Context: an optimization exercise on an open-source flow, tuned for small area. The choices shown serve that exercise and are no tape-out recipe.
No functional check of the RTL was part of any run shown here.
No activity file was given, so power comes from the tool's default toggle rates.

## flow/design.v (module list and top-level ports; edited modules follow where they fit)
// module firFa: 10 lines
// module firHa: 9 lines
// module firHold: 9 lines
// module eegFirFilter: 1303 lines
module eegFirFilter (
    input logic clk,
    input logic reset,
    input logic [12:0] sampleIn,
    output logic [30:0] filterOut
);
  // ...
==> flow/flow/run.sh <==
#!/bin/bash
# Layout flow: the standard ORFS flow, with the port buffers made from the
# smallest buffer cell (every input and output port still gets its own buffer).
set -euo pipefail
bash standard.sh "BUFFER_PORTS_ARGS=-buffer_cell sky130_fd_sc_hd__buf_1" finish > standard_flow.log 2>&1
==> flow/standard.sh <==
#!/bin/bash
# synth_recipe.tcl (not shown) runs the flow's synth.tcl, then flattens the netlist and writes it again
# the make line also repeats each setting of config.mk as NAME=value (left out here)
make -C /OpenROAD-flow-scripts/flow DESIGN_CONFIG=/design/flow/config.mk WORK_HOME=/design/flow/orfs CLKGATE_MAP_FILE= SYNTH_SCRIPT=/design/flow/synth_recipe.tcl "${@:-finish}"
==> flow/config.mk <==
export PLATFORM = sky130hd
export DESIGN_NAME = eegFirFilter
export DESIGN_NICKNAME = eegFirFilter
export VERILOG_FILES = /design/flow/design.v
export SDC_FILE = /design/flow/constraint.sdc
export NUM_CORES = 4
export LEC_CHECK = 0
export ABC_AREA = 0
export CAP_MARGIN = 20
export CORE_MARGIN = 2
export CORE_UTILIZATION = 75
export CTS_BUF_LIST = sky130_fd_sc_hd__clkbuf_8
export CTS_CLUSTER_DIAMETER = 70
export CTS_CLUSTER_SIZE = 16
export PLACE_DENSITY = 0.85
export SLEW_MARGIN = 20
export SYNTH_HIERARCHICAL = 1
export SYNTH_MINIMUM_KEEP_SIZE = 0
==> flow/constraint.sdc <==
create_clock -name core_clock -period 6.0 [get_ports {clk}]
set_input_delay 1.2000 -clock core_clock [delete_from_list [all_inputs] [get_ports {clk}]]
set_output_delay 1.2000 -clock core_clock [all_outputs]
set_load 0.01 [all_outputs]
==> run summary, run 1 <==
- Outcome: no timing/DRC/antenna violations
- Top sig layer: met4
- Initial antenna violation count: 0
- Sequential share of power: 0.528
- Clock share of power: 0.239
- Final setup vio count: 0
- Die width: 153 microns
- Crit path arrival time: 6.36 ns
- Reg2reg setup slack: 0.11 ns
- Die height: 153 microns
- Share of the synthesized area in the top cell type: 0.433
- CP max FO: 3
- CTS Root Cell: clkbuf_8
- Critical path buffers and inverters: 2
- Required time of the worst setup path: 6.47 ns
- Fin crit period: 5.89 ns
- Total GRT Usage: 0.298
- CTS tree: built
- Most common cell after layout, fill and taps aside: fa_1
- Synthesized flop and latch total: 310
- Ant diodes: 0
- Fmax: 170 MHz
- Crit path from: w7[7]$_DFF_P_
- Clock buffers: 24
- Int Power: 2960 uW
- Fraction of layout cells with a size suffix above 1: 0.0428
- Met3 usage: 0.0933
- Mapped cell area: 16600 sq um
- Met2 usage: 0.451
- Unrepaired setup endpoints after global routing: false
- Post-synth EDFFs: 0
- Clk Latency, worst-skew pair: 0.59 ns
- Mean area per synthesized cell: 14.7 sq um
- Most Crowded Layer GR: met2
==> inputs of run 2 (changes only) <==
--- a/flow/design.v
+++ b/flow/design.v
@@ -118,53 +118,53 @@
     logic r2_15;
     logic r2_16;
     logic r2_17;
     logic r2_18;
     logic r2_19;
     logic r2_20;
     logic r3_21;
     logic r3_22;
-    logic r3_23;
-    logic r2_24;
-    logic r3_25;
-    logic r2_26;
-    logic r3_27;
-    logic r2_28;
-    logic r3_29;
-    logic r2_30;
-    logic r3_31;
-    logic r2_32;
-    logic r3_33;
-    logic r2_34;
-    logic r3_35;
+    logic r2_23;
+    logic r3_24;
+    logic r2_25;
+    logic r3_26;
+    logic r2_27;
+    logic r3_28;
+    logic r2_29;
+    logic r3_30;
+    logic r2_31;
+    logic r3_32;
+    logic r2_33;
+    logic r3_34;
+    logic r2_35;
     logic r2_36;
     logic r2_37;
-    logic r2_38;
-    logic r3_39;
+    logic r3_38;
+    logic r2_39;
     logic r2_40;
-    logic r2_41;
-    logic r3_42;
+    logic r3_41;
+    logic r2_42;
     logic r2_43;
-    logic r2_44;
-    logic r3_45;
-    logic r2_46;
+    logic r3_44;
+    logic r2_45;
+    logic r3_46;
     logic r2_47;
     logic r2_48;
-    logic r3_49;
-    logic r2_50;
+    logic r2_49;
+    logic r3_50;
     logic r2_51;
-    logic r3_52;
-    logic r2_53;
+    logic r2_52;
+    logic r3_53;
     logic r2_54;
-    logic r3_55;
-    logic r2_56;
+    logic r2_55;
+    logic r3_56;
     logic r2_57;
     logic r3_58;
-    logic r2_59;
+    logic r3_59;
     logic r3_60;
     logic r3_61;
     logic r3_62;
     logic r3_63;
     logic r3_64;
     logic r3_65;
     logic r3_66;
     logic r3_67;
@@ -174,17 +174,16 @@
     logic r3_71;
     logic r3_72;
     logic r3_73;
     logic r3_74;
     logic r3_75;
     logic r3_76;
     logic r3_77;
     logic r3_78;
-    logic r3_79;
     always_ff @(posedge clk) begin
         v1 <= sampleIn[12] & ~reset;
         v2 <= v1 & ~reset;
         v3 <= v2 & ~reset;
         v4 <= v3 & ~reset;
     end
     always_ff @(posedge clk) begin
         d1[0] <= sampleIn[0];
@@ -249,16 +248,35 @@
     assign sEn[8] = shiftEn[2];
     assign hEn[8] = holdEn[2];
     assign sEn[9] = shiftEn[2];
     assign hEn[9] = holdEn[2];
     assign sEn[10] = shiftEn[2];
     assign hEn[10] = holdEn[2];
     assign sEn[11] = shiftEn[2];
     assign hEn[11] = holdEn[2];
+    always_ff @(posedge clk) begin
+        w0 <= w0Next;
+        w1 <= w1Next;
+        w2 <= w2Next;
+        w3 <= w3Next;
+        w4 <= w4Next;
+        w5 <= w5Next;
+        w6 <= w6Next;
+        w7 <= w7Next;
+        w8 <= w8Next;
+        w9 <= w9Next;
+        w10 <= w10Next;
+        w11 <= w11Next;
+        w12 <= w12Next;
+        w13 <= w13Next;
+        w14 <= w14Next;
+        w15 <= w15Next;
+        w16 <= w16Next;
+    end
     logic [11:0] w0Next;
     for (genvar i = 0; i < 12; i++) begin : gW0
         firHold uH (.a(winIn[i]), .b(w0[i]), .s(sEn[i]), .h(hEn[i]), .y(w0Next[i]));
     end
     logic [11:0] w1Next;
     for (genvar i = 0; i < 12; i++) begin : gW1
         firHold uH (.a(w0[i]), .b(w1[i]), .s(sEn[i]), .h(hEn[i]), .y(w1Next[i]));
     end
@@ -318,35 +336,16 @@
     for (genvar i = 0; i < 12; i++) begin : gW15
         firHold uH (.a(w14[i]), .b(w15[i]), .s(sEn[i]), .h(hEn[i]), .y(w15Next[i]));
     end
     logic [11:0] w16Next;
     for (genvar i = 0; i < 12; i++) begin : gW16
         firHold uH (.a(w15[i]), .b(w16[i]), .s(sEn[i]), .h(hEn[i]), .y(w16Next[i]));
     end
     always_ff @(posedge clk) begin
-        w0 <= w0Next;
-        w1 <= w1Next;
-        w2 <= w2Next;
-        w3 <= w3Next;
-        w4 <= w4Next;
-        w5 <= w5Next;
-        w6 <= w6Next;
-        w7 <= w7Next;
-        w8 <= w8Next;
-        w9 <= w9Next;
-        w10 <= w10Next;
-        w11 <= w11Next;
-        w12 <= w12Next;
-        w13 <= w13Next;
-        w14 <= w14Next;
-        w15 <= w15Next;
-        w16 <= w16Next;
-    end
-    always_ff @(posedge clk) begin
         if (reset) outCount <= '0;
         else if (v3 && outCount != 5'd17) outCount <= outCount + 5'd1;
     end
     wire n1s, n1c;
     firHa u1 (.a(w0[0]), .b(w16[0]), .s(n1s), .co(n1c));
     wire n2s, n2c;
     firFa u2 (.a(w0[1]), .b(w16[1]), .c(n1c), .s(n2s), .co(n2c));
     wire n3s, n3c;
@@ -809,20 +808,20 @@
     firFa u266 (.a(n130s), .b(n265), .c(n264c), .s(n266s), .co(n266c));
     wire n267 = ~n238s;
     wire n268s, n268c;
     firFa u268 (.a(n130c), .b(n267), .c(n266c), .s(n268s), .co(n268c));
     wire n269 = n268c ^ n239s;
     wire n270 = n268c & ~n239s;
     wire n271 = n270 ^ n241s;
     wire n272 = n270 & ~n241s;
-    wire n273 = r3_22 ^ r3_21;
-    wire n274 = r3_22 & ~r3_21;
-    wire n275 = n274 ^ r3_23;
-    wire n276 = n274 & ~r3_23;
+    wire n273 = n272 ^ n242s;
+    wire n274 = n272 & ~n242s;
+    wire n275 = r3_22 ^ r3_21;
+    wire n276 = r3_22 & ~r3_21;
     wire n277 = ~w8[0];
     wire n278s, n278c;
     firFa u278 (.a(n277), .b(n53s), .c(n105), .s(n278s), .co(n278c));
     wire n279 = n173s ^ n278s;
     wire n280 = n173s & ~n278s;
     wire n281 = w8[1] ^ n1s;
     wire n282 = w8[1] | n1s;
     wire n283 = ~n14s;
@@ -927,19 +926,19 @@
     wire n341s, n341c;
     firFa u341 (.a(n338s), .b(n326c), .c(n339s), .s(n341s), .co(n341c));
     wire n342s, n342c;
     firFa u342 (.a(n325c), .b(n340s), .c(n328c), .s(n342s), .co(n342c));
     wire n343s, n343c;
     firFa u343 (.a(n342s), .b(n254s), .c(n329c), .s(n343s), .co(n343c));
     wire n344s, n344c;
     firFa u344 (.a(n179s), .b(n341s), .c(n331c), .s(n344s), .co(n344c));
-    wire n345 = ~r2_36;
+    wire n345 = ~r2_35;
     wire n346s, n346c;
-    firFa u346 (.a(n345), .b(r2_37), .c(r2_38), .s(n346s), .co(n346c));
+    firFa u346 (.a(n345), .b(r2_36), .c(r2_37), .s(n346s), .co(n346c));
     wire n347s, n347c;
     firHa u347 (.a(n16s), .b(n334c), .s(n347s), .co(n347c));
     wire n348s, n348c;
     firFa u348 (.a(n347s), .b(n187s), .c(n31s), .s(n348s), .co(n348c));
     wire n349 = ~n159s;
     wire n350s, n350c;
     firFa u350 (.a(n335c), .b(n349), .c(n246s), .s(n350s), .co(n350c));
     wire n351s, n351c;
@@ -952,19 +951,19 @@
     firFa u354 (.a(n337c), .b(n351s), .c(n190s), .s(n354s), .co(n354c));
     wire n355s, n355c;
     firFa u355 (.a(n352s), .b(n341c), .c(n353s), .s(n355s), .co(n355c));
     wire n356s, n356c;
     firFa u356 (.a(n340c), .b(n354s), .c(n342c), .s(n356s), .co(n356c));
     wire n357 = ~n355s;
     wire n358s, n358c;
     firFa u358 (.a(n357), .b(n356s), .c(n343c), .s(n358s), .co(n358c));
-    wire n359 = ~r2_40;
+    wire n359 = ~r2_39;
     wire n360s, n360c;
-    firFa u360 (.a(n359), .b(r2_41), .c(w8[7]), .s(n360s), .co(n360c));
+    firFa u360 (.a(n359), .b(r2_40), .c(w8[7]), .s(n360s), .co(n360c));
     wire n361 = ~n60s;
     wire n362s, n362c;
     firFa u362 (.a(n361), .b(n346c), .c(n360s), .s(n362s), .co(n362c));
     wire n363 = ~n256s;
     wire n364s, n364c;
     firFa u364 (.a(n180s), .b(n362s), .c(n363), .s(n364s), .co(n364c));
     wire n365s, n365c;
     firFa u365 (.a(n347c), .b(n17s), .c(n188s), .s(n365s), .co(n365c));
@@ -981,17 +980,17 @@
     wire n371 = ~n354c;
     wire n372s, n372c;
     firFa u372 (.a(n371), .b(n355c), .c(n369s), .s(n372s), .co(n372c));
     wire n373 = ~n372s;
     wire n374s, n374c;
     firFa u374 (.a(n370s), .b(n356c), .c(n373), .s(n374s), .co(n374c));
     wire n375 = ~w8[8];
     wire n376s, n376c;
-    firFa u376 (.a(r2_43), .b(r2_44), .c(n375), .s(n376s), .co(n376c));
+    firFa u376 (.a(r2_42), .b(r2_43), .c(n375), .s(n376s), .co(n376c));
     wire n377s, n377c;
     firFa u377 (.a(n8s), .b(n21s), .c(n360c), .s(n377s), .co(n377c));
     wire n378 = ~n362c;
     wire n379s, n379c;
     firFa u379 (.a(n376s), .b(n61s), .c(n378), .s(n379s), .co(n379c));
     wire n380 = ~n379s;
     wire n381s, n381c;
     firFa u381 (.a(n377s), .b(n181s), .c(n380), .s(n381s), .co(n381c));
@@ -1006,26 +1005,26 @@
     firFa u386 (.a(n384s), .b(n179s), .c(n368c), .s(n386s), .co(n386c));
     wire n387 = ~n385s;
     wire n388s, n388c;
     firFa u388 (.a(n250s), .b(n367c), .c(n387), .s(n388s), .co(n388c));
     wire n389s, n389c;
     firFa u389 (.a(n386s), .b(n192s), .c(n370c), .s(n389s), .co(n389c));
     wire n390s, n390c;
     firFa u390 (.a(n369c), .b(n388s), .c(n372c), .s(n390s), .co(n390c));
-    wire n391 = ~r2_47;
+    wire n391 = ~n390s;
     wire n392s, n392c;
-    firFa u392 (.a(r2_46), .b(n391), .c(r2_48), .s(n392s), .co(n392c));
-    wire n393 = ~n376c;
+    firFa u392 (.a(n389s), .b(n391), .c(n374c), .s(n392s), .co(n392c));
+    wire n393 = ~r2_45;
     wire n394s, n394c;
-    firFa u394 (.a(w8[9]), .b(n86s), .c(n393), .s(n394s), .co(n394c));
+    firFa u394 (.a(n393), .b(w8[9]), .c(n86s), .s(n394s), .co(n394c));
     wire n395s, n395c;
     firFa u395 (.a(n9s), .b(n22s), .c(n377c), .s(n395s), .co(n395c));
     wire n396s, n396c;
-    firFa u396 (.a(n392s), .b(n62s), .c(n379c), .s(n396s), .co(n396c));
+    firFa u396 (.a(n376c), .b(n62s), .c(n379c), .s(n396s), .co(n396c));
     wire n397s, n397c;
     firFa u397 (.a(n394s), .b(n395s), .c(n182s), .s(n397s), .co(n397c));
     wire n398 = ~n396s;
     wire n399s, n399c;
     firFa u399 (.a(n398), .b(n381c), .c(n397s), .s(n399s), .co(n399c));
     wire n400 = ~n260s;
     wire n401s, n401c;
     firFa u401 (.a(n383c), .b(n400), .c(n399s), .s(n401s), .co(n401c));
@@ -1034,25 +1033,25 @@
     wire n403s, n403c;
     firFa u403 (.a(n162s), .b(n385c), .c(n402s), .s(n403s), .co(n403c));
     wire n404 = ~n252s;
     wire n405s, n405c;
     firFa u405 (.a(n404), .b(n386c), .c(n403s), .s(n405s), .co(n405c));
     wire n406 = ~n388c;
     wire n407s, n407c;
     firFa u407 (.a(n406), .b(n389c), .c(n405s), .s(n407s), .co(n407c));
-    wire n408 = ~r2_51;
+    wire n408 = ~r2_47;
     wire n409s, n409c;
-    firFa u409 (.a(r2_50), .b(n408), .c(w8[10]), .s(n409s), .co(n409c));
-    wire n410 = ~n409s;
+    firFa u409 (.a(n408), .b(r2_48), .c(r2_49), .s(n409s), .co(n409c));
+    wire n410 = ~w8[10];
     wire n411s, n411c;
-    firFa u411 (.a(n34s), .b(n392c), .c(n410), .s(n411s), .co(n411c));
+    firFa u411 (.a(n410), .b(n34s), .c(n409s), .s(n411s), .co(n411c));
     wire n412 = ~n180s;
     wire n413s, n413c;
-    firFa u413 (.a(n87s), .b(n412), .c(n394c), .s(n413s), .co(n413c));
+    firFa u413 (.a(n87s), .b(n394c), .c(n412), .s(n413s), .co(n413c));
     wire n414s, n414c;
     firFa u414 (.a(n10s), .b(n23s), .c(n395c), .s(n414s), .co(n414c));
     wire n415 = ~n413s;
     wire n416s, n416c;
     firFa u416 (.a(n411s), .b(n193s), .c(n415), .s(n416s), .co(n416c));
     wire n417s, n417c;
     firFa u417 (.a(n63s), .b(n396c), .c(n416s), .s(n417s), .co(n417c));
     wire n418s, n418c;
@@ -1066,212 +1065,213 @@
     wire n423s, n423c;
     firHa u423 (.a(n20s), .b(n191s), .s(n423s), .co(n423c));
     wire n424s, n424c;
     firFa u424 (.a(n402c), .b(n423s), .c(n403c), .s(n424s), .co(n424c));
     wire n425 = ~n254s;
     wire n426s, n426c;
     firFa u426 (.a(n425), .b(n405c), .c(n424s), .s(n426s), .co(n426c));
     wire n427s, n427c;
-    firFa u427 (.a(r2_53), .b(r2_54), .c(w8[11]), .s(n427s), .co(n427c));
+    firFa u427 (.a(r2_51), .b(r2_52), .c(w8[11]), .s(n427s), .co(n427c));
     wire n428s, n428c;
-    firFa u428 (.a(n427s), .b(n35s), .c(n163s), .s(n428s), .co(n428c));
+    firFa u428 (.a(n427s), .b(n409c), .c(n35s), .s(n428s), .co(n428c));
     wire n429s, n429c;
-    firFa u429 (.a(n411c), .b(n181s), .c(n428s), .s(n429s), .co(n429c));
-    wire n430s, n430c;
-    firFa u430 (.a(n409c), .b(n88s), .c(n413c), .s(n430s), .co(n430c));
+    firFa u429 (.a(n163s), .b(n411c), .c(n181s), .s(n429s), .co(n429c));
+    wire n430 = ~n428s;
     wire n431s, n431c;
-    firFa u431 (.a(n11s), .b(n24s), .c(n414c), .s(n431s), .co(n431c));
+    firFa u431 (.a(n88s), .b(n430), .c(n413c), .s(n431s), .co(n431c));
     wire n432s, n432c;
-    firFa u432 (.a(n429s), .b(n194s), .c(n416c), .s(n432s), .co(n432c));
+    firFa u432 (.a(n11s), .b(n24s), .c(n414c), .s(n432s), .co(n432c));
     wire n433s, n433c;
-    firFa u433 (.a(n430s), .b(n65s), .c(n431s), .s(n433s), .co(n433c));
+    firFa u433 (.a(n429s), .b(n194s), .c(n416c), .s(n433s), .co(n433c));
     wire n434s, n434c;
-    firFa u434 (.a(n417c), .b(n432s), .c(n185s), .s(n434s), .co(n434c));
+    firFa u434 (.a(n431s), .b(n65s), .c(n432s), .s(n434s), .co(n434c));
     wire n435s, n435c;
-    firFa u435 (.a(n418c), .b(n433s), .c(n420c), .s(n435s), .co(n435c));
-    wire n436 = ~n422c;
-    wire n437s, n437c;
-    firFa u437 (.a(n434s), .b(n264s), .c(n436), .s(n437s), .co(n437c));
-    wire n438 = n435s ^ n437s;
-    wire n439 = n435s & ~n437s;
-    wire n440s, n440c;
-    firFa u440 (.a(n423c), .b(n192s), .c(n424c), .s(n440s), .co(n440c));
+    firFa u435 (.a(n417c), .b(n433s), .c(n185s), .s(n435s), .co(n435c));
+    wire n436s, n436c;
+    firFa u436 (.a(n418c), .b(n434s), .c(n420c), .s(n436s), .co(n436c));
+    wire n437 = ~n422c;
+    wire n438s, n438c;
+    firFa u438 (.a(n435s), .b(n264s), .c(n437), .s(n438s), .co(n438c));
+    wire n439 = n436s ^ n438s;
+    wire n440 = n436s & ~n438s;
     wire n441s, n441c;
-    firFa u441 (.a(r2_56), .b(r2_57), .c(n427c), .s(n441s), .co(n441c));
+    firFa u441 (.a(n423c), .b(n192s), .c(n424c), .s(n441s), .co(n441c));
     wire n442s, n442c;
-    firFa u442 (.a(n21s), .b(n441s), .c(n36s), .s(n442s), .co(n442c));
-    wire n443 = ~n256s;
-    wire n444s, n444c;
-    firFa u444 (.a(n428c), .b(n164s), .c(n443), .s(n444s), .co(n444c));
+    firFa u442 (.a(r2_54), .b(r2_55), .c(n427c), .s(n442s), .co(n442c));
+    wire n443s, n443c;
+    firFa u443 (.a(n21s), .b(n442s), .c(n36s), .s(n443s), .co(n443c));
+    wire n444 = ~n256s;
     wire n445s, n445c;
-    firFa u445 (.a(n182s), .b(n442s), .c(n429c), .s(n445s), .co(n445c));
+    firFa u445 (.a(n428c), .b(n164s), .c(n444), .s(n445s), .co(n445c));
     wire n446s, n446c;
-    firFa u446 (.a(n89s), .b(n430c), .c(n65c), .s(n446s), .co(n446c));
+    firFa u446 (.a(n182s), .b(n429c), .c(n443s), .s(n446s), .co(n446c));
     wire n447s, n447c;
-    firFa u447 (.a(n444s), .b(n13s), .c(n26s), .s(n447s), .co(n447c));
+    firFa u447 (.a(n89s), .b(n431c), .c(n65c), .s(n447s), .co(n447c));
     wire n448s, n448c;
-    firFa u448 (.a(n445s), .b(n195s), .c(n432c), .s(n448s), .co(n448c));
+    firFa u448 (.a(n445s), .b(n13s), .c(n26s), .s(n448s), .co(n448c));
     wire n449s, n449c;
-    firFa u449 (.a(n431c), .b(n433c), .c(n446s), .s(n449s), .co(n449c));
+    firFa u449 (.a(n446s), .b(n195s), .c(n433c), .s(n449s), .co(n449c));
     wire n450s, n450c;
-    firFa u450 (.a(n447s), .b(n448s), .c(n186s), .s(n450s), .co(n450c));
-    wire n451 = ~n434c;
-    wire n452s, n452c;
-    firFa u452 (.a(n451), .b(n449s), .c(n435c), .s(n452s), .co(n452c));
+    firFa u450 (.a(n432c), .b(n434c), .c(n447s), .s(n450s), .co(n450c));
+    wire n451s, n451c;
+    firFa u451 (.a(n448s), .b(n449s), .c(n186s), .s(n451s), .co(n451c));
+    wire n452 = ~n435c;
     wire n453s, n453c;
-    firFa u453 (.a(n450s), .b(n266s), .c(n437c), .s(n453s), .co(n453c));
-    wire n454 = ~n453s;
-    wire n455s, n455c;
-    firFa u455 (.a(n452s), .b(n439), .c(n454), .s(n455s), .co(n455c));
+    firFa u453 (.a(n452), .b(n450s), .c(n436c), .s(n453s), .co(n453c));
+    wire n454s, n454c;
+    firFa u454 (.a(n451s), .b(n266s), .c(n438c), .s(n454s), .co(n454c));
+    wire n455 = ~n454s;
     wire n456s, n456c;
-    firFa u456 (.a(r2_59), .b(n441c), .c(n22s), .s(n456s), .co(n456c));
+    firFa u456 (.a(n453s), .b(n440), .c(n455), .s(n456s), .co(n456c));
     wire n457s, n457c;
-    firFa u457 (.a(n456s), .b(n193s), .c(n37s), .s(n457s), .co(n457c));
+    firFa u457 (.a(r2_57), .b(n442c), .c(n22s), .s(n457s), .co(n457c));
     wire n458s, n458c;
-    firFa u458 (.a(n442c), .b(n165s), .c(n444c), .s(n458s), .co(n458c));
+    firFa u458 (.a(n457s), .b(n193s), .c(n37s), .s(n458s), .co(n458c));
     wire n459s, n459c;
-    firFa u459 (.a(n13c), .b(n26c), .c(n183s), .s(n459s), .co(n459c));
+    firFa u459 (.a(n443c), .b(n165s), .c(n445c), .s(n459s), .co(n459c));
     wire n460s, n460c;
-    firFa u460 (.a(n457s), .b(n91s), .c(n445c), .s(n460s), .co(n460c));
+    firFa u460 (.a(n13c), .b(n26c), .c(n183s), .s(n460s), .co(n460c));
     wire n461s, n461c;
-    firFa u461 (.a(n458s), .b(n447c), .c(n459s), .s(n461s), .co(n461c));
+    firFa u461 (.a(n446c), .b(n458s), .c(n91s), .s(n461s), .co(n461c));
     wire n462s, n462c;
-    firFa u462 (.a(n460s), .b(n196s), .c(n448c), .s(n462s), .co(n462c));
+    firFa u462 (.a(n459s), .b(n448c), .c(n460s), .s(n462s), .co(n462c));
     wire n463s, n463c;
-    firFa u463 (.a(n258s), .b(n446c), .c(n449c), .s(n463s), .co(n463c));
+    firFa u463 (.a(n461s), .b(n196s), .c(n449c), .s(n463s), .co(n463c));
     wire n464s, n464c;
-    firFa u464 (.a(n186c), .b(n461s), .c(n462s), .s(n464s), .co(n464c));
-    wire n465 = ~n463s;
-    wire n466s, n466c;
-    firFa u466 (.a(n450c), .b(n465), .c(n464s), .s(n466s), .co(n466c));
-    wire n467 = ~n452c;
-    wire n468s, n468c;
-    firFa u468 (.a(n467), .b(n466s), .c(n268s), .s(n468s), .co(n468c));
-    wire n469 = ~r3_62;
-    wire n470s, n470c;
-    firFa u470 (.a(r3_60), .b(r3_61), .c(n469), .s(n470s), .co(n470c));
+    firFa u464 (.a(n258s), .b(n447c), .c(n450c), .s(n464s), .co(n464c));
+    wire n465s, n465c;
+    firFa u465 (.a(n186c), .b(n462s), .c(n463s), .s(n465s), .co(n465c));
+    wire n466 = ~n464s;
+    wire n467s, n467c;
+    firFa u467 (.a(n451c), .b(n466), .c(n465s), .s(n467s), .co(n467c));
+    wire n468 = ~n453c;
+    wire n469s, n469c;
+    firFa u469 (.a(n468), .b(n467s), .c(n268s), .s(n469s), .co(n469c));
+    wire n470 = ~r3_60;
     wire n471s, n471c;
-    firFa u471 (.a(n23s), .b(n456c), .c(n194s), .s(n471s), .co(n471c));
+    firFa u471 (.a(r3_58), .b(r3_59), .c(n470), .s(n471s), .co(n471c));
     wire n472s, n472c;
-    firFa u472 (.a(n457c), .b(n91c), .c(n166s), .s(n472s), .co(n472c));
-    wire n473 = ~n39s;
-    wire n474s, n474c;
-    firFa u474 (.a(n473), .b(n471s), .c(n458c), .s(n474s), .co(n474c));
+    firFa u472 (.a(n23s), .b(n457c), .c(n194s), .s(n472s), .co(n472c));
+    wire n473s, n473c;
+    firFa u473 (.a(n458c), .b(n91c), .c(n166s), .s(n473s), .co(n473c));
+    wire n474 = ~n39s;
     wire n475s, n475c;
-    firFa u475 (.a(n459c), .b(n460c), .c(n472s), .s(n475s), .co(n475c));
-    wire n476 = ~n474s;
-    wire n477s, n477c;
-    firFa u477 (.a(n260s), .b(n185s), .c(n476), .s(n477s), .co(n477c));
+    firFa u475 (.a(n474), .b(n472s), .c(n459c), .s(n475s), .co(n475c));
+    wire n476s, n476c;
+    firFa u476 (.a(n460c), .b(n461c), .c(n473s), .s(n476s), .co(n476c));
+    wire n477 = ~n475s;
     wire n478s, n478c;
-    firFa u478 (.a(n461c), .b(n197s), .c(n462c), .s(n478s), .co(n478c));
-    wire n479 = ~n475s;
-    wire n480s, n480c;
-    firFa u480 (.a(n479), .b(n477s), .c(n463c), .s(n480s), .co(n480c));
-    wire n481 = ~n480s;
-    wire n482s, n482c;
-    firFa u482 (.a(n464c), .b(n478s), .c(n481), .s(n482s), .co(n482c));
+    firFa u478 (.a(n260s), .b(n185s), .c(n477), .s(n478s), .co(n478c));
+    wire n479s, n479c;
+    firFa u479 (.a(n462c), .b(n197s), .c(n463c), .s(n479s), .co(n479c));
+    wire n480 = ~n476s;
+    wire n481s, n481c;
+    firFa u481 (.a(n480), .b(n478s), .c(n464c), .s(n481s), .co(n481c));
+    wire n482 = ~n481s;
     wire n483s, n483c;
-    firFa u483 (.a(n466c), .b(n482s), .c(n468c), .s(n483s), .co(n483c));
-    wire n484 = ~r3_63;
-    wire n485s, n485c;
-    firFa u485 (.a(n484), .b(r3_64), .c(n470c), .s(n485s), .co(n485c));
+    firFa u483 (.a(n465c), .b(n479s), .c(n482), .s(n483s), .co(n483c));
+    wire n484s, n484c;
+    firFa u484 (.a(n467c), .b(n483s), .c(n469c), .s(n484s), .co(n484c));
+    wire n485 = ~r3_61;
     wire n486s, n486c;
-    firFa u486 (.a(n24s), .b(n195s), .c(n471c), .s(n486s), .co(n486c));
+    firFa u486 (.a(n485), .b(r3_62), .c(n471c), .s(n486s), .co(n486c));
     wire n487s, n487c;
-    firFa u487 (.a(n472c), .b(n168s), .c(n486s), .s(n487s), .co(n487c));
+    firFa u487 (.a(n24s), .b(n195s), .c(n472c), .s(n487s), .co(n487c));
     wire n488s, n488c;
-    firFa u488 (.a(n39c), .b(n262s), .c(n186s), .s(n488s), .co(n488c));
+    firFa u488 (.a(n473c), .b(n168s), .c(n487s), .s(n488s), .co(n488c));
     wire n489s, n489c;
-    firFa u489 (.a(n474c), .b(n475c), .c(n487s), .s(n489s), .co(n489c));
+    firFa u489 (.a(n39c), .b(n262s), .c(n186s), .s(n489s), .co(n489c));
     wire n490s, n490c;
-    firFa u490 (.a(n199s), .b(n478c), .c(n489s), .s(n490s), .co(n490c));
+    firFa u490 (.a(n475c), .b(n476c), .c(n488s), .s(n490s), .co(n490c));
     wire n491s, n491c;
-    firFa u491 (.a(n477c), .b(n488s), .c(n480c), .s(n491s), .co(n491c));
-    wire n492 = ~n491s;
-    wire n493s, n493c;
-    firFa u493 (.a(n490s), .b(n492), .c(n482c), .s(n493s), .co(n493c));
-    wire n494 = ~r3_65;
-    wire n495s, n495c;
-    firFa u495 (.a(n494), .b(r3_66), .c(r3_67), .s(n495s), .co(n495c));
-    wire n496 = n495s ^ n485c;
-    wire n497 = n495s | n485c;
-    wire n498s, n498c;
-    firHa u498 (.a(n196s), .b(n486c), .s(n498s), .co(n498c));
+    firFa u491 (.a(n199s), .b(n479c), .c(n490s), .s(n491s), .co(n491c));
+    wire n492s, n492c;
+    firFa u492 (.a(n478c), .b(n489s), .c(n481c), .s(n492s), .co(n492c));
+    wire n493 = ~n492s;
+    wire n494s, n494c;
+    firFa u494 (.a(n491s), .b(n493), .c(n483c), .s(n494s), .co(n494c));
+    wire n495 = ~r3_63;
+    wire n496s, n496c;
+    firFa u496 (.a(n495), .b(r3_64), .c(r3_65), .s(n496s), .co(n496c));
+    wire n497 = n496s ^ n486c;
+    wire n498 = n496s | n486c;
     wire n499s, n499c;
-    firFa u499 (.a(n498s), .b(n487c), .c(n170s), .s(n499s), .co(n499c));
+    firHa u499 (.a(n196s), .b(n487c), .s(n499s), .co(n499c));
     wire n500s, n500c;
-    firFa u500 (.a(n26s), .b(n186c), .c(n264s), .s(n500s), .co(n500c));
-    wire n501 = ~n488c;
-    wire n502s, n502c;
-    firFa u502 (.a(n501), .b(n489c), .c(n499s), .s(n502s), .co(n502c));
+    firFa u500 (.a(n499s), .b(n488c), .c(n170s), .s(n500s), .co(n500c));
+    wire n501s, n501c;
+    firFa u501 (.a(n26s), .b(n186c), .c(n264s), .s(n501s), .co(n501c));
+    wire n502 = ~n489c;
     wire n503s, n503c;
-    firFa u503 (.a(n201s), .b(n490c), .c(n502s), .s(n503s), .co(n503c));
-    wire n504 = ~n503s;
-    wire n505s, n505c;
-    firFa u505 (.a(n500s), .b(n491c), .c(n504), .s(n505s), .co(n505c));
-    wire n506 = ~r3_68;
-    wire n507s, n507c;
-    firFa u507 (.a(n506), .b(r3_69), .c(n273), .s(n507s), .co(n507c));
-    wire n508 = ~n507s;
-    wire n509s, n509c;
-    firFa u509 (.a(n495c), .b(n508), .c(n497), .s(n509s), .co(n509c));
-    wire n510 = ~n26c;
-    wire n511s, n511c;
-    firFa u511 (.a(n510), .b(n498c), .c(n197s), .s(n511s), .co(n511c));
+    firFa u503 (.a(n502), .b(n490c), .c(n500s), .s(n503s), .co(n503c));
+    wire n504s, n504c;
+    firFa u504 (.a(n201s), .b(n491c), .c(n503s), .s(n504s), .co(n504c));
+    wire n505 = ~n504s;
+    wire n506s, n506c;
+    firFa u506 (.a(n501s), .b(n492c), .c(n505), .s(n506s), .co(n506c));
+    wire n507 = ~r3_66;
+    wire n508s, n508c;
+    firFa u508 (.a(n507), .b(r3_67), .c(r3_68), .s(n508s), .co(n508c));
+    wire n509 = ~n508s;
+    wire n510s, n510c;
+    firFa u510 (.a(n496c), .b(n509), .c(n498), .s(n510s), .co(n510c));
+    wire n511 = ~n26c;
     wire n512s, n512c;
-    firFa u512 (.a(n171s), .b(n499c), .c(n511s), .s(n512s), .co(n512c));
+    firFa u512 (.a(n511), .b(n499c), .c(n197s), .s(n512s), .co(n512c));
     wire n513s, n513c;
-    firFa u513 (.a(n201c), .b(n502c), .c(n512s), .s(n513s), .co(n513c));
-    wire n514 = ~n503c;
-    wire n515s, n515c;
-    firFa u515 (.a(n500c), .b(n266s), .c(n514), .s(n515s), .co(n515c));
-    wire n516 = ~r3_70;
-    wire n517s, n517c;
-    firFa u517 (.a(n516), .b(r3_71), .c(r3_72), .s(n517s), .co(n517c));
+    firFa u513 (.a(n171s), .b(n500c), .c(n512s), .s(n513s), .co(n513c));
+    wire n514s, n514c;
+    firFa u514 (.a(n201c), .b(n503c), .c(n513s), .s(n514s), .co(n514c));
+    wire n515 = ~n504c;
+    wire n516s, n516c;
+    firFa u516 (.a(n501c), .b(n266s), .c(n515), .s(n516s), .co(n516c));
+    wire n517 = ~r3_69;
     wire n518s, n518c;
-    firFa u518 (.a(n275), .b(n517s), .c(n507c), .s(n518s), .co(n518c));
-    wire n519 = n518s ^ n509c;
-    wire n520 = n518s & ~n509c;
-    wire n521s, n521c;
-    firFa u521 (.a(n199s), .b(n511c), .c(n172s), .s(n521s), .co(n521c));
-    wire n522 = ~n268s;
-    wire n523s, n523c;
-    firFa u523 (.a(n512c), .b(n521s), .c(n522), .s(n523s), .co(n523c));
-    wire n524 = ~r3_75;
-    wire n525s, n525c;
-    firFa u525 (.a(r3_73), .b(r3_74), .c(n524), .s(n525s), .co(n525c));
-    wire n526 = ~n517c;
-    wire n527s, n527c;
-    firFa u527 (.a(n276), .b(n526), .c(n525s), .s(n527s), .co(n527c));
-    wire n528 = ~n527s;
-    wire n529s, n529c;
-    firFa u529 (.a(n528), .b(n518c), .c(n520), .s(n529s), .co(n529c));
+    firFa u518 (.a(n517), .b(r3_70), .c(r3_71), .s(n518s), .co(n518c));
+    wire n519s, n519c;
+    firFa u519 (.a(n275), .b(n508c), .c(n518s), .s(n519s), .co(n519c));
+    wire n520 = n519s ^ n510c;
+    wire n521 = n519s & ~n510c;
+    wire n522s, n522c;
+    firFa u522 (.a(n199s), .b(n512c), .c(n172s), .s(n522s), .co(n522c));
+    wire n523 = ~n268s;
+    wire n524s, n524c;
+    firFa u524 (.a(n513c), .b(n522s), .c(n523), .s(n524s), .co(n524c));
+    wire n525 = ~r3_74;
+    wire n526s, n526c;
+    firFa u526 (.a(r3_72), .b(r3_73), .c(n525), .s(n526s), .co(n526c));
+    wire n527 = ~n518c;
+    wire n528s, n528c;
+    firFa u528 (.a(n276), .b(n527), .c(n526s), .s(n528s), .co(n528c));
+    wire n529 = ~n528s;
     wire n530s, n530c;
-    firFa u530 (.a(n172c), .b(n201s), .c(n521c), .s(n530s), .co(n530c));
+    firFa u530 (.a(n519c), .b(n529), .c(n521), .s(n530s), .co(n530c));
     wire n531s, n531c;
-    firFa u531 (.a(r3_63), .b(r3_76), .c(r3_77), .s(n531s), .co(n531c));
+    firFa u531 (.a(n172c), .b(n201s), .c(n522c), .s(n531s), .co(n531c));
     wire n532s, n532c;
-    firFa u532 (.a(n531s), .b(n525c), .c(n527c), .s(n532s), .co(n532c));
-    wire n533 = n529c ^ n532s;
-    wire n534 = n529c & ~n532s;
-    wire n535s, n535c;
-    firHa u535 (.a(n201c), .b(n530c), .s(n535s), .co(n535c));
+    firFa u532 (.a(n269), .b(n531s), .c(n524c), .s(n532s), .co(n532c));
+    wire n533s, n533c;
+    firFa u533 (.a(r3_75), .b(n526c), .c(n528c), .s(n533s), .co(n533c));
+    wire n534 = n530c ^ n533s;
+    wire n535 = n530c & ~n533s;
     wire n536s, n536c;
-    firFa u536 (.a(r3_65), .b(r3_78), .c(n531c), .s(n536s), .co(n536c));
-    wire n537 = ~n534;
-    wire n538s, n538c;
-    firFa u538 (.a(n536s), .b(n532c), .c(n537), .s(n538s), .co(n538c));
+    firHa u536 (.a(n201c), .b(n531c), .s(n536s), .co(n536c));
+    wire n537s, n537c;
+    firFa u537 (.a(r3_63), .b(r3_76), .c(r3_77), .s(n537s), .co(n537c));
+    wire n538 = ~n535;
     wire n539s, n539c;
-    firFa u539 (.a(r3_79), .b(n273), .c(n536c), .s(n539s), .co(n539c));
-    wire n540 = n539s ^ n538c;
-    wire n541 = n539s | n538c;
-    wire n542s, n542c;
-    firFa u542 (.a(n275), .b(n539c), .c(n541), .s(n542s), .co(n542c));
-    wire n543 = n276 ^ n542c;
+    firFa u539 (.a(n537s), .b(n533c), .c(n538), .s(n539s), .co(n539c));
+    wire n540s, n540c;
+    firFa u540 (.a(r3_78), .b(r3_68), .c(n537c), .s(n540s), .co(n540c));
+    wire n541 = n540s ^ n539c;
+    wire n542 = n540s | n539c;
+    wire n543s, n543c;
+    firFa u543 (.a(n275), .b(n540c), .c(n542), .s(n543s), .co(n543c));
+    wire n544 = n276 ^ n543c;
     always_ff @(posedge clk) begin
         r2_0 <= n7c;
         r2_1 <= n20c;
         r2_2 <= n33c;
         r2_3 <= n46c;
         r2_4 <= n59c;
         r2_5 <= n72c;
         r2_6 <= n85c;
@@ -1284,96 +1284,95 @@
         r2_13 <= n46s;
         r2_14 <= n192c;
         r2_15 <= n208c;
         r2_16 <= n207s;
         r2_17 <= n226c;
         r2_18 <= n208s;
         r2_19 <= n226s;
         r2_20 <= n254c;
-        r3_21 <= n242s;
-        r3_22 <= n272;
-        r3_23 <= n242c;
-        r2_24 <= n279;
-        r3_25 <= r2_24;
-        r2_26 <= n288s;
-        r3_27 <= r2_26;
-        r2_28 <= n294s;
-        r3_29 <= r2_28;
-        r2_30 <= n304;
-        r3_31 <= r2_30;
-        r2_32 <= n317s;
-        r3_33 <= r2_32;
-        r2_34 <= n332s;
-        r3_35 <= r2_34;
-        r2_36 <= n343s;
-        r2_37 <= n332c;
-        r2_38 <= n344s;
-        r3_39 <= n346s;
-        r2_40 <= n358s;
-        r2_41 <= n344c;
-        r3_42 <= n364s;
-        r2_43 <= n374s;
-        r2_44 <= n358c;
-        r3_45 <= n383s;
-        r2_46 <= n389s;
-        r2_47 <= n390s;
-        r2_48 <= n374c;
-        r3_49 <= n401s;
-        r2_50 <= n390c;
-        r2_51 <= n407s;
-        r3_52 <= n422s;
-        r2_53 <= n407c;
-        r2_54 <= n426s;
-        r3_55 <= n438;
-        r2_56 <= n426c;
-        r2_57 <= n440s;
-        r3_58 <= n455s;
-        r2_59 <= n440c;
-        r3_60 <= n453c;
-        r3_61 <= n468s;
-        r3_62 <= n455c;
-        r3_63 <= n269;
-        r3_64 <= n483s;
-        r3_65 <= n271;
-        r3_66 <= n493s;
-        r3_67 <= n483c;
-        r3_68 <= n493c;
-        r3_69 <= n505s;
-        r3_70 <= n513s;
-        r3_71 <= n505c;
-        r3_72 <= n515s;
-        r3_73 <= n513c;
-        r3_74 <= n523s;
-        r3_75 <= n515c;
-        r3_76 <= n530s;
-        r3_77 <= n523c;
-        r3_78 <= n535s;
-        r3_79 <= n535c;
+        r3_21 <= n242c;
+        r3_22 <= n274;
+        r2_23 <= n279;
+        r3_24 <= r2_23;
+        r2_25 <= n288s;
+        r3_26 <= r2_25;
+        r2_27 <= n294s;
+        r3_28 <= r2_27;
+        r2_29 <= n304;
+        r3_30 <= r2_29;
+        r2_31 <= n317s;
+        r3_32 <= r2_31;
+        r2_33 <= n332s;
+        r3_34 <= r2_33;
+        r2_35 <= n343s;
+        r2_36 <= n332c;
+        r2_37 <= n344s;
+        r3_38 <= n346s;
+        r2_39 <= n358s;
+        r2_40 <= n344c;
+        r3_41 <= n364s;
+        r2_42 <= n374s;
+        r2_43 <= n358c;
+        r3_44 <= n383s;
+        r2_45 <= n392s;
+        r3_46 <= n401s;
+        r2_47 <= n390c;
+        r2_48 <= n407s;
+        r2_49 <= n392c;
+        r3_50 <= n422s;
+        r2_51 <= n407c;
+        r2_52 <= n426s;
+        r3_53 <= n439;
+        r2_54 <= n426c;
+        r2_55 <= n441s;
+        r3_56 <= n456s;
+        r2_57 <= n441c;
+        r3_58 <= n454c;
+        r3_59 <= n469s;
+        r3_60 <= n456c;
+        r3_61 <= n269;
+        r3_62 <= n484s;
+        r3_63 <= n271;
+        r3_64 <= n494s;
+        r3_65 <= n484c;
+        r3_66 <= n494c;
+        r3_67 <= n506s;
+        r3_68 <= n273;
+        r3_69 <= n514s;
+        r3_70 <= n506c;
+        r3_71 <= n516s;
+        r3_72 <= n514c;
+        r3_73 <= n524s;
+        r3_74 <= n516c;
+        r3_75 <= n532s;
+        r3_76 <= n536s;
+        r3_77 <= n532c;
+        r3_78 <= n536c;
     end
     logic [23:0] sum;
-    assign sum[0] = ~r3_25;
-    assign sum[1] = ~r3_27;
-    assign sum[2] = r3_29;
-    assign sum[3] = ~r3_31;
-    assign sum[4] = r3_33;
-    assign sum[5] = r3_35;
-    assign sum[6] = r3_39;
-    assign sum[7] = r3_42;
-    assign sum[8] = r3_45;
-    assign sum[9] = r3_49;
-    assign sum[10] = r3_52;
-    assign sum[11] = ~r3_55;
-    assign sum[12] = r3_58;
-    assign sum[13] = ~n470s;
-    assign sum[14] = ~n485s;
-    assign sum[15] = n496;
-    assign sum[16] = ~n509s;
-    assign sum[17] = ~n519;
-    assign sum[18] = n529s;
-    assign sum[19] = ~n533;
-    assign sum[20] = ~n538s;
-    assign sum[21] = n540;
-    assign sum[22] = ~n542s;
-    assign sum[23] = n543;
+    assign sum[0] = ~r3_24;
+    assign sum[1] = ~r3_26;
+    assign sum[2] = r3_28;
+    assign sum[3] = ~r3_30;
+    assign sum[4] = r3_32;
+    assign sum[5] = r3_34;
+    assign sum[6] = r3_38;
+    assign sum[7] = r3_41;
+    assign sum[8] = r3_44;
+    assign sum[9] = r3_46;
+    assign sum[10] = r3_50;
+    assign sum[11] = ~r3_53;
+    assign sum[12] = r3_56;
+    assign sum[13] = ~n471s;
+    assign sum[14] = ~n486s;
+    assign sum[15] = n497;
+    assign sum[16] = ~n510s;
+    assign sum[17] = ~n520;
+    assign sum[18] = n530s;
+    assign sum[19] = ~n534;
+    assign sum[20] = ~n539s;
+    assign sum[21] = n541;
+    assign sum[22] = ~n543s;
+    assign sum[23] = n544;
     assign filterOut = {v4, outCount == 5'd17, {6{sum[23]}}, sum[22:0]};
 endmodule
 `default_nettype wire
--- a/flow/config.mk
+++ b/flow/config.mk
@@ -5,14 +5,14 @@
 export SDC_FILE = /design/flow/constraint.sdc
 export NUM_CORES = 4
 export LEC_CHECK = 0
 export ABC_AREA = 0
 export CAP_MARGIN = 20
 export CORE_MARGIN = 2
 export CORE_UTILIZATION = 75
 export CTS_BUF_LIST = sky130_fd_sc_hd__clkbuf_8
-export CTS_CLUSTER_DIAMETER = 70
-export CTS_CLUSTER_SIZE = 16
+export CTS_CLUSTER_DIAMETER = 60
+export CTS_CLUSTER_SIZE = 14
 export PLACE_DENSITY = 0.85
 export SLEW_MARGIN = 20
 export SYNTH_HIERARCHICAL = 1
 export SYNTH_MINIMUM_KEEP_SIZE = 0
==> run 2 against run 1 <==
Against the previous run:
- largest cell class unchanged
- combinational power is 0.7% lower
- core utilization up 0.57 points
- non-clock buffer count did not move
- largest power group unchanged
- still clean
- sequential power hardly changed
- clock power is 11% higher
- count of clock-buffer cells in the layout increased by 3
- area after synthesis about the same
- cell count grew 0.41%
==> run summary, run 2 <==
- Vias per inst: 6.01 (about the same)
- Synthesized flop and latch total: 309 (was 310)
- CTS Root Cell: clkbuf_8 (unchanged)
- CP startpoint kind: register (unchanged)
- Int Power: 3050 uW (was 2960 uW)
- Placed Cells: 1443 (was 1440)
- Iteration-0 DRC Markers: 726 (was 734)
- Die area: 23400 sq um (about the same)
- Hold Worst Slack: 0.329 ns (was 0.333 ns)
- Worst path cell trace: fa_1 > fa_1 > inv_1 > fa_2 > fa_1 > fa_2 > fa_1 > fa_1 > fa_1 > fa_1 > fa_1 > inv_1 > fa_1 (was fa_2 > inv_1 > fa_1 > fa_1 > fa_1 > inv_1 > fa_1 > fa_1 > fa_1 > fa_1 > fa_1 > fa_1 > fa_1)
- Max-slew violations: 0 (unchanged)
- Vias: 8871 (was 8847)
- Io pins: 46 (unchanged)
- YS warnings: 14 (unchanged)
- Post-synth ARST share: 0 (unchanged)
- Grt ovf: 0 (unchanged)
- Fin crit share: 0.981 (was 0.982)
- Initial Util: 0.764 (was 0.762)
- Unrepaired setup endpoints after global routing: true (was false)
- Remaining antenna violation count: 0 (unchanged)
- Final hold violations: 0 (unchanged)
- Dominant synthesized flop cell: dfxtp_1 (unchanged)
- Largest net degree at the start of global routing: 86 (was 106)
- Final HPWL DP: 26.7 mm (was 27.0 mm)
- Worst Skew: 0.0146 ns (was 0.0169 ns)
- Total GRT Usage: 0.292 (was 0.298)
- DRT Wirelength: 32.2 mm (was 33.2 mm)
- # DRC: 0 (unchanged)
- # port buffers: 45 (unchanged)
- Mean area per synthesized cell: 14.7 sq um (about the same)
- Most common cell after layout, fill and taps aside: fa_1 (unchanged)
- Syn nets: 1545 (unchanged)
- Switching pwr: 1270 uW (was 1260 uW)
- Post-synth EDFFs: 0 (unchanged)
- Critical path buffers and inverters: 2 (unchanged)
- Static Leak: 0.00785 uW (was 0.00784 uW)
- Clk Latency, worst-skew pair: 0.58 ns (was 0.59 ns)
- Min-Delay Path Class: register to register (unchanged)
- Outcome: no timing/DRC/antenna violations (unchanged)
- Required time of the worst setup path: 6.46 ns (was 6.47 ns)
- Fmax: 170 MHz (about the same)
- Fillers: 1222 (was 1190)
- Share of the synthesized area in the top cell type: 0.434 (was 0.433)
- Sw frac: 0.294 (was 0.299)
- CTS tree: built (unchanged)
- CTS buffer count: 27 (was 23)
- Most frequent cells after synthesis: fa_1, dfxtp_1, a22o_1 (unchanged)
- Die width: 153 microns (about the same)
- Core Box Area: 21800 sq um (about the same)
- Slowest-stage cell, CP: fa_2 (unchanged)
- Yosys cell types: 19 (unchanged)
- Clock share of power: 0.259 (was 0.239)
- Final core utilization: 0.808 (was 0.802)
- Gate power share: 0.226 (was 0.233)
- Crit end category: register (unchanged)
- Clk sinks: 309 (was 310)
- Clock Pin Slew Worst Setup and Hold Paths: 0.08 ns (was 0.09 ns)
- Clock Tree Buf Depth: 3 (unchanged)
- Worst path max stage delay: 0.60 ns (about the same)
- Final setup vio count: 0 (unchanged)
- PwrDens: 246 nW/um^2 (was 241 nW/um^2)
- Cell repeated most along the worst path: fa_1 (unchanged)
- Mapped Cells: 1131 (unchanged)
- Initial antenna violation count: 0 (unchanged)
- Most numerous cell in the Yosys netlist: fa_1 (unchanged)
- Drt pass-1 iters: 5 (was 7)
- Post-CTS Hold Fix Bufs: 0 (unchanged)
- Fin cells: 1477 (was 1471)
- First-pass GRT wire length: 52.3 mm (was 53.5 mm)
- CTS H-tree depth: 1 (unchanged)
- Sequential share of power: 0.515 (was 0.528)
- Worst vdd ir: 0.216 mV (was 0.212 mV)
- Ant diodes: 0 (unchanged)
- Die height: 153 microns (about the same)
- Max_cap viols: 0 (unchanged)
- Fraction of layout cells with a size suffix above 1: 0.0526 (was 0.0428)
- Mapped cell area: 16600 sq um (about the same)
- Sequential-to-total area share from yosys stat: 0.372 (was 0.373)
- Final net count: 1607 (was 1603)
- Worst slew pin tran: 0.840 ns (was 1.08 ns)
- Area leader, netlist: fa_1 (unchanged)
- Gpl congestion: 0.968 (was 1.03)
- Vias in the first global route: 9747 (was 9857)
- Area growth syn-to-layout: 5.71% (was 5.19%)
- Routed len/inst: 21.8 microns (was 22.6 microns)
- Most frequent cells in the layout: fa_1, dfxtp_1, a22o_1 (unchanged)
- Relative slew margins: 0.440 (was 0.278)
- CP max FO: 3 (unchanged)
- Crit path arrival time: 6.34 ns (was 6.36 ns)
- CP top delay family: adder cells (unchanged)
- Fin crit period: 5.88 ns (was 5.89 ns)
- Top cells by area, synth: fa_1, dfxtp_1, a22o_1, inv_1, ha_1 (unchanged)
- Critical setup path kind: register to register (unchanged)
- Rows: 54 (unchanged)
run 2: cell count changes after synthesis, sizes merged:
cell   change
dfxtp      -1
inv        +1
run 2: through the flow:
stage	setup WS (ns)	cell area, sq um	setup TNS [ns]	total power, uW
4_1_cts	0.0628	17500	0	4380
3_5_place_dp	0.0797	17100	0	3270
3_3_place_gp	0.168	17100	0	3200
5_1_grt	-0.00689	17600	-0.00689	4590
6_report	0.117	17600	0	4310
2_1_floorplan	0.231	16600	0	3080
run 2: cell type report:
class / count / area (sq um) / share of cell area
timing repair buffer: 53 / 229 / 0.0130
tap: 280 / 350 / 0.0199
multi-input combinational: 628 / 9710 / 0.552
inverter: 174 / 653 / 0.0372
clock buffer: 27 / 372 / 0.0212
clock inverter: 6 / 72.6 / 0.00413
sequential: 309 / 6190 / 0.352
run 2: path summary, 6_finish.rpt:
check | start | end | slack, ns | cells past startpoint
max | w6[7]$_DFF_P_ | r3_67$_DFF_P_ | 0.12 | 13
min | d1[7]$_DFF_P_ | d2[7]$_DFF_P_ | 0.33 | 0
max reg2reg | w6[7]$_DFF_P_ | r3_67$_DFF_P_ | 0.12 | 13
min reg2reg | d1[7]$_DFF_P_ | d2[7]$_DFF_P_ | 0.33 | 0
run 2: per-layer routing:
| layer | vias up | global-route usage | share of wire |
|---|---|---|---|
| met4 | 0 | 0.0591 | 0.019 |
| met2 | 312 | 0.433 | 0.46 |
| li1 | 3819 | - | - |
| met1 | 4686 | 0.453 | 0.44 |
| met5 | - | 0 | 0 |
| met3 | 54 | 0.0757 | 0.081 |
run 2: power groups by stage:
stage          Sequential [uW]  Clock [uW]  Combinational, uW
2_1_floorplan             2260           0                815
3_3_place_gp              2270           0                931
3_5_place_dp              2270           0                995
4_1_cts                   2230        1150                997
5_1_grt                   2240        1220               1140
6_report                  2220        1120                974
run 2: kinds of logic (layout without fill, tap and decap cells):
family	after synthesis	in the layout	share of synthesized area
buf+inv	194	260	0.0481
fa+ha+maj	399	399	0.463
simple gates	18	18	0.00602
flops	309	309	0.372
compound gates	208	208	0.109
xor+xnor	3	3	0.00158
run 2: Yosys stat by module, one instance, submodules excluded:
| module | flops+latches | copies in the design | cells |
|---|---|---|---|
| firHold | 0 | 204 | 1 |
| firFa | 0 | 360 | 1 |
| firHa | 0 | 19 | 1 |
| eegFirFilter | 309 | 1 | 548 |
run 2: timing repair:
action                     CTS  global route
buffers inserted             0             1
setup endpoints to repair    0             7
gates resized for setup      0            17

[re-timing with driven ports]
In the flow no input, the clock included, has a driving cell. The finished layouts below were timed again as built, in two steps. Step 1: set_driving_cell puts a clkbuf_16 on clk and a buf_2 on each other input, an assumption about the parent block. Step 2 adds t to the input delays and takes it off the output delays; t is the mean of the earliest and latest rising clock arrival at the registers after step 1. Input paths then give back, and output paths get back, about the clock's delay inside the block. a / b / c = ideal / step 1 / step 2; a / b = the first two.
run | t (ns) | setup slack, ns | latest minus earliest clock arrival (ns) | worst register clock-pin slew, ns
run 1 | 0.633 | 0.106 / 0.106 / 0.106 | 0.018 / 0.018 | 0.11 / 0.11
run 2 | 0.619 | 0.117 / 0.117 / 0.117 | 0.015 / 0.015 | 0.09 / 0.09
After both steps setup and hold are still met in every run listed.
